This is an optimization exercise on Yosys and OpenROAD, whose aim is small area, not a production implementation.
Only simulation tests tie the RTL to the original design; equivalence was not proved.
Power is estimated from default activity; no workload was simulated.

==> inputs of run G <==
==> flow/design.v (excerpt) <==
module block_nms_top (
    input  logic       clk,
    input  logic       rst_n,
    input  logic       cfg_valid,
    input  logic [6:0] cfg_width,
    input  logic [6:0] cfg_height,
    input  logic       in_valid,
    input  logic [7:0] in_score,
    output logic       out_valid,
    output logic [7:0] out_score,
    output logic       out_last
);
    logic [5:0] wm1;         
    logic [3:0] bands_left;  
    logic [5:0] x_cnt;
    logic [1:0] y_off;
    logic accept, row_last, band_last, frame_last;
    assign accept     = in_valid;
    assign row_last   = (x_cnt == wm1);
    assign band_last  = row_last && (y_off == 2'd3);
    assign frame_last = band_last && (bands_left == 4'd0);
    always_ff @(posedge clk or negedge rst_n) begin
        if (!rst_n) begin
            x_cnt <= '0;
            y_off <= '0;
        end else begin
            if (accept) begin
                if (row_last) begin
                    x_cnt <= '0;
                    y_off <= y_off + 1'b1;
                end else begin
                    x_cnt <= x_cnt + 1'b1;
                end
            end
        end
    end
    always_ff @(posedge clk) begin
        if (cfg_valid) begin
            wm1        <= 6'(cfg_width - 7'd1);
            bands_left <= 4'(cfg_height[6:2] - 5'd1);
        end else if (accept && band_last) begin
            bands_left <= bands_left - 1'b1;
        end
    end
    logic [7:0] acc_score [16];
    logic [3:0] acc_pos   [16];
    logic [3:0] blk;
    logic       first;
    logic       upd;
  ...
==> module block_nms_top, before the edit <==
module block_nms_top (
    input  logic       clk,
    input  logic       rst_n,
    input  logic       cfg_valid,
    input  logic [6:0] cfg_width,
    input  logic [6:0] cfg_height,
    input  logic       in_valid,
    input  logic [7:0] in_score,
    output logic       out_valid,
    output logic [7:0] out_score,
    output logic       out_last
);
    logic [5:0] wm1;         
    logic [3:0] bands_left;  
    logic [5:0] x_cnt;
    logic [1:0] y_off;
    logic accept, row_last, band_last, frame_last;
    assign accept     = in_valid;
    assign row_last   = (x_cnt == wm1);
    assign band_last  = row_last && (y_off == 2'd3);
    assign frame_last = band_last && (bands_left == 4'd0);
    always_ff @(posedge clk or negedge rst_n) begin
        if (!rst_n) begin
            x_cnt <= '0;
            y_off <= '0;
        end else begin
            if (accept) begin
                if (row_last) begin
                    x_cnt <= '0;
                    y_off <= y_off + 1'b1;
                end else begin
                    x_cnt <= x_cnt + 1'b1;
                end
            end
        end
    end
    always_ff @(posedge clk) begin
        if (cfg_valid) begin
            wm1        <= 6'(cfg_width - 7'd1);
            bands_left <= 4'(cfg_height[6:2] - 5'd1);
        end else if (accept && band_last) begin
            bands_left <= bands_left - 1'b1;
        end
    end
    logic [7:0] acc_score [16];
    logic [3:0] acc_pos   [16];
    logic [3:0] blk;
    logic       first;
    logic       upd;
    assign blk   = x_cnt[5:2];
    assign first = (y_off == 2'd0) && (x_cnt[1:0] == 2'd0);
    assign upd   = accept && (first || (in_score > acc_score[blk]));
    always_ff @(posedge clk) begin
        if (upd) begin
            acc_score[blk] <= in_score;
            acc_pos[blk]   <= {y_off, x_cnt[1:0]};
        end
    end
    logic band_done;
    logic band_end;
    always_ff @(posedge clk) begin
        band_done <= accept && band_last;
    end
    assign band_end = (bands_left == 4'hf);
    logic [7:0] drn_score [16];
    logic [3:0] drn_pos   [16];
    logic [5:0] drn_wm1;
    always_ff @(posedge clk) begin
        if (band_done) begin
            for (int k = 0; k < 16; k++) begin
                drn_score[k] <= acc_score[k];
                drn_pos[k]   <= acc_pos[k];
            end
            drn_wm1   <= wm1;
        end
    end
    logic       active;
    logic       drn_end;
    logic [5:0] d_col;
    logic [1:0] d_row;
    logic       d_row_end, d_last;
    assign d_row_end = (d_col == drn_wm1);
    assign d_last    = d_row_end && (d_row == 2'd3);
    always_ff @(posedge clk or negedge rst_n) begin
        if (!rst_n) begin
            active <= 1'b0;
        end else if (band_done) begin
            active <= 1'b1;
        end else if (active && d_last) begin
            active <= 1'b0;
        end
    end
    always_ff @(posedge clk) begin
        if (band_done) begin
            drn_end <= band_end;
            d_col   <= '0;
            d_row   <= '0;
        end else if (active) begin
            if (d_row_end) begin
                d_col <= '0;
                d_row <= d_row + 1'b1;
            end else begin
                d_col <= d_col + 1'b1;
            end
        end
    end
    logic [7:0] rd_score;
    logic [3:0] rd_pos;
    logic       hit;
    assign rd_score = drn_score[d_col[5:2]];
    assign rd_pos   = drn_pos[d_col[5:2]];
    assign hit      = (rd_pos == {d_row, d_col[1:0]});
    logic       v_q, l_q;
    logic [7:0] s_q;
    always_ff @(posedge clk) begin
        v_q       <= active;
        l_q       <= active && d_last && drn_end;
        out_valid <= v_q;
        out_last  <= l_q;
        s_q       <= hit ? rd_score : 8'd0;
        out_score <= s_q;
    end
endmodule
Settings: LEC_CHECK=0, ABC_AREA=1, CAP_MARGIN=20, CORE_MARGIN=2, CORE_UTILIZATION=75, CTS_CLUSTER_DIAMETER=100, CTS_CLUSTER_SIZE=30, PLACE_DENSITY=0.85, SLEW_MARGIN=20; clock period 8.0 ns.
standard.sh (not shown) runs the stock make flow with config.mk's settings and CLKGATE_MAP_FILE= SYNTH_SCRIPT=/design/flow/synth_recipe.tcl, a recipe that flattens the netlist after the stock synthesis.
==> flow/flow/run.sh <==
#!/bin/bash
# The standard layout with two changes:
# - synthesis: ABC maps the combinational logic with an area-oriented script
#   (flow/abc_area.script) instead of ORFS's. Registers, flattening and
#   renaming are the standard synthesis's, since only the ABC script differs.
# - placement: every input and output port still gets a buffer, but the
#   smallest one (buf_1); repair_design sizes it up where a net needs it.
set -e -o pipefail
W=$PWD

# a private copy of the ORFS scripts with the ABC script replaced
rm -rf "$W/scripts"
cp -r "$FLOW_HOME/scripts" "$W/scripts"
cp "$W/flow/abc_area.script" "$W/scripts/abc_area.script"
export SCRIPTS_DIR="$W/scripts"

export BUFFER_PORTS_ARGS="-buffer_cell sky130_fd_sc_hd__buf_1"

bash standard.sh > "$W/standard.log" 2>&1
==> flow/flow/abc_area.script <==
strash
ifraig
dc2
strash
&get -n
&dch -f
&nf -a -R 1000
&put
topo
==> inputs of run B, as changes to run G <==
--- a/flow/design.v
+++ b/flow/design.v
@@ -12,2 +12,3 @@
 );
+    logic       armed;
     logic [5:0] wm1;         
@@ -17,3 +18,3 @@
     logic accept, row_last, band_last, frame_last;
-    assign accept     = in_valid;
+    assign accept     = in_valid && armed;
     assign row_last   = (x_cnt == wm1);
@@ -23,2 +24,3 @@
         if (!rst_n) begin
+            armed <= 1'b0;
             x_cnt <= '0;
@@ -26,2 +28,5 @@
         end else begin
+            if (cfg_valid && !armed) begin
+                armed <= 1'b1;
+            end
             if (accept) begin
@@ -30,2 +35,5 @@
                     y_off <= y_off + 1'b1;
+                    if (frame_last) begin
+                        armed <= 1'b0;
+                    end
                 end else begin
@@ -37,3 +45,3 @@
     always_ff @(posedge clk) begin
-        if (cfg_valid) begin
+        if (cfg_valid && !armed) begin
             wm1        <= 6'(cfg_width - 7'd1);
@@ -60,6 +68,11 @@
     logic band_end;
-    always_ff @(posedge clk) begin
-        band_done <= accept && band_last;
+    always_ff @(posedge clk or negedge rst_n) begin
+        if (!rst_n) begin
+            band_done <= 1'b0;
+            band_end  <= 1'b0;
+        end else begin
+            band_done <= accept && band_last;
+            band_end  <= frame_last;
+        end
     end
-    assign band_end = (bands_left == 4'hf);
     logic [7:0] drn_score [16];
@@ -85,11 +98,8 @@
         if (!rst_n) begin
-            active <= 1'b0;
+            active  <= 1'b0;
+            drn_end <= 1'b0;
+            d_col   <= '0;
+            d_row   <= '0;
         end else if (band_done) begin
-            active <= 1'b1;
-        end else if (active && d_last) begin
-            active <= 1'b0;
-        end
-    end
-    always_ff @(posedge clk) begin
-        if (band_done) begin
+            active  <= 1'b1;
             drn_end <= band_end;
@@ -101,2 +111,5 @@
                 d_row <= d_row + 1'b1;
+                if (d_row == 2'd3) begin
+                    active <= 1'b0;
+                end
             end else begin
@@ -114,7 +127,16 @@
     logic [7:0] s_q;
+    always_ff @(posedge clk or negedge rst_n) begin
+        if (!rst_n) begin
+            v_q       <= 1'b0;
+            l_q       <= 1'b0;
+            out_valid <= 1'b0;
+            out_last  <= 1'b0;
+        end else begin
+            v_q       <= active;
+            l_q       <= active && d_last && drn_end;
+            out_valid <= v_q;
+            out_last  <= l_q;
+        end
+    end
     always_ff @(posedge clk) begin
-        v_q       <= active;
-        l_q       <= active && d_last && drn_end;
-        out_valid <= v_q;
-        out_last  <= l_q;
         s_q       <= hit ? rd_score : 8'd0;
==> flow/run.sh (new file) <==
#!/bin/bash
# synth_recipe.tcl (not shown) runs the flow's synth.tcl, then flattens the netlist and writes it again
# the make line also repeats each setting of config.mk as NAME=value (left out here)
make -C /OpenROAD-flow-scripts/flow DESIGN_CONFIG=/design/flow/config.mk WORK_HOME=/design/flow/orfs CLKGATE_MAP_FILE= SYNTH_SCRIPT=/design/flow/synth_recipe.tcl finish
--- a/flow/config.mk
+++ b/flow/config.mk
@@ -7,9 +7,5 @@
 export LEC_CHECK = 0
-export ABC_AREA = 1
 export CAP_MARGIN = 20
 export CORE_MARGIN = 2
-export CORE_UTILIZATION = 75
-export CTS_CLUSTER_DIAMETER = 100
-export CTS_CLUSTER_SIZE = 30
-export PLACE_DENSITY = 0.85
+export CORE_UTILIZATION = 40
 export SLEW_MARGIN = 20
removed: flow/flow/run.sh
removed: flow/flow/abc_area.script
removed: flow/standard.sh
==> qor summary <==
                                                                                               run G         run B
Level count of the clock H-tree                                                                    1             2
Vias per cell                                                                                   7.38          5.60
Antenna cells                                                                                      1             0
Multi-input gates                                                                                381           456
Starting Density                                                                               0.765         0.408
Hold slack final                                                                            0.337 ns      0.327 ns
Worst setup slack after layout                                                               2.49 ns       2.87 ns
Outcome                                                                     timing/DRC/antenna clean  timing/DRC/antenna clean
Net load switching power                                                                     1.55 mW       1.77 mW
Post-Layout Inst Area                                                                   16,900 sq um  19,700 sq um
Number of DRC violations after detailed-routing iteration 0                                    1,614           813
Clock Skews                                                                                0.0221 ns     0.0178 ns
Post-placement cell area                                                                16,300 sq um  18,200 sq um
Floorplan die area                                                                      21,900 sq um  44,600 sq um
Fraction of area in registers                                                                  0.762         0.660
CTS sink count                                                                                   439           441
Met1 layer wirelength in the final routing                                                 12,400 um     16,500 um
Wire length reported by the detailed router                                                37,600 um     39,600 um
Post-synthesis share of cell area spent on full adders, half adders and majority gates        0.0129        0.0116
Power per cell area                                                                      299 nW/um^2   313 nW/um^2

## port drivers added, routing unchanged
The flow's constraints put no driver on any port. The routed layouts listed below were extracted and timed again, unchanged, in two steps. Step 1 (the two cells are an assumption about what drives the block):
set clk [get_ports {clk}]
set_driving_cell -lib_cell sky130_fd_sc_hd__clkbuf_16 $clk
set_driving_cell -lib_cell sky130_fd_sc_hd__buf_2 [delete_from_list [all_inputs] $clk]
Step 2 times the ports against the registers' clock, not the clock port: input delays grow and output delays shrink by t, the midpoint of the rising clock arrivals with the driver on. a / b / c = no drivers / after step 1 / after step 2; a / b = the first two.
run	shift t [ns]	setup slack, ns	clock arrival spread, ns	worst register clock-pin slew, ns
run G	0.577	2.495 / 2.495 / 2.495	0.023 / 0.023	0.12 / 0.12
run B	0.583	2.869 / 2.869 / 2.540	0.019 / 0.018	0.07 / 0.07
After both steps every run listed still meets setup and hold. For run B, which loses most, drivers alone change the setup slack by 0.000 ns; drivers and shift together by -0.329 ns.
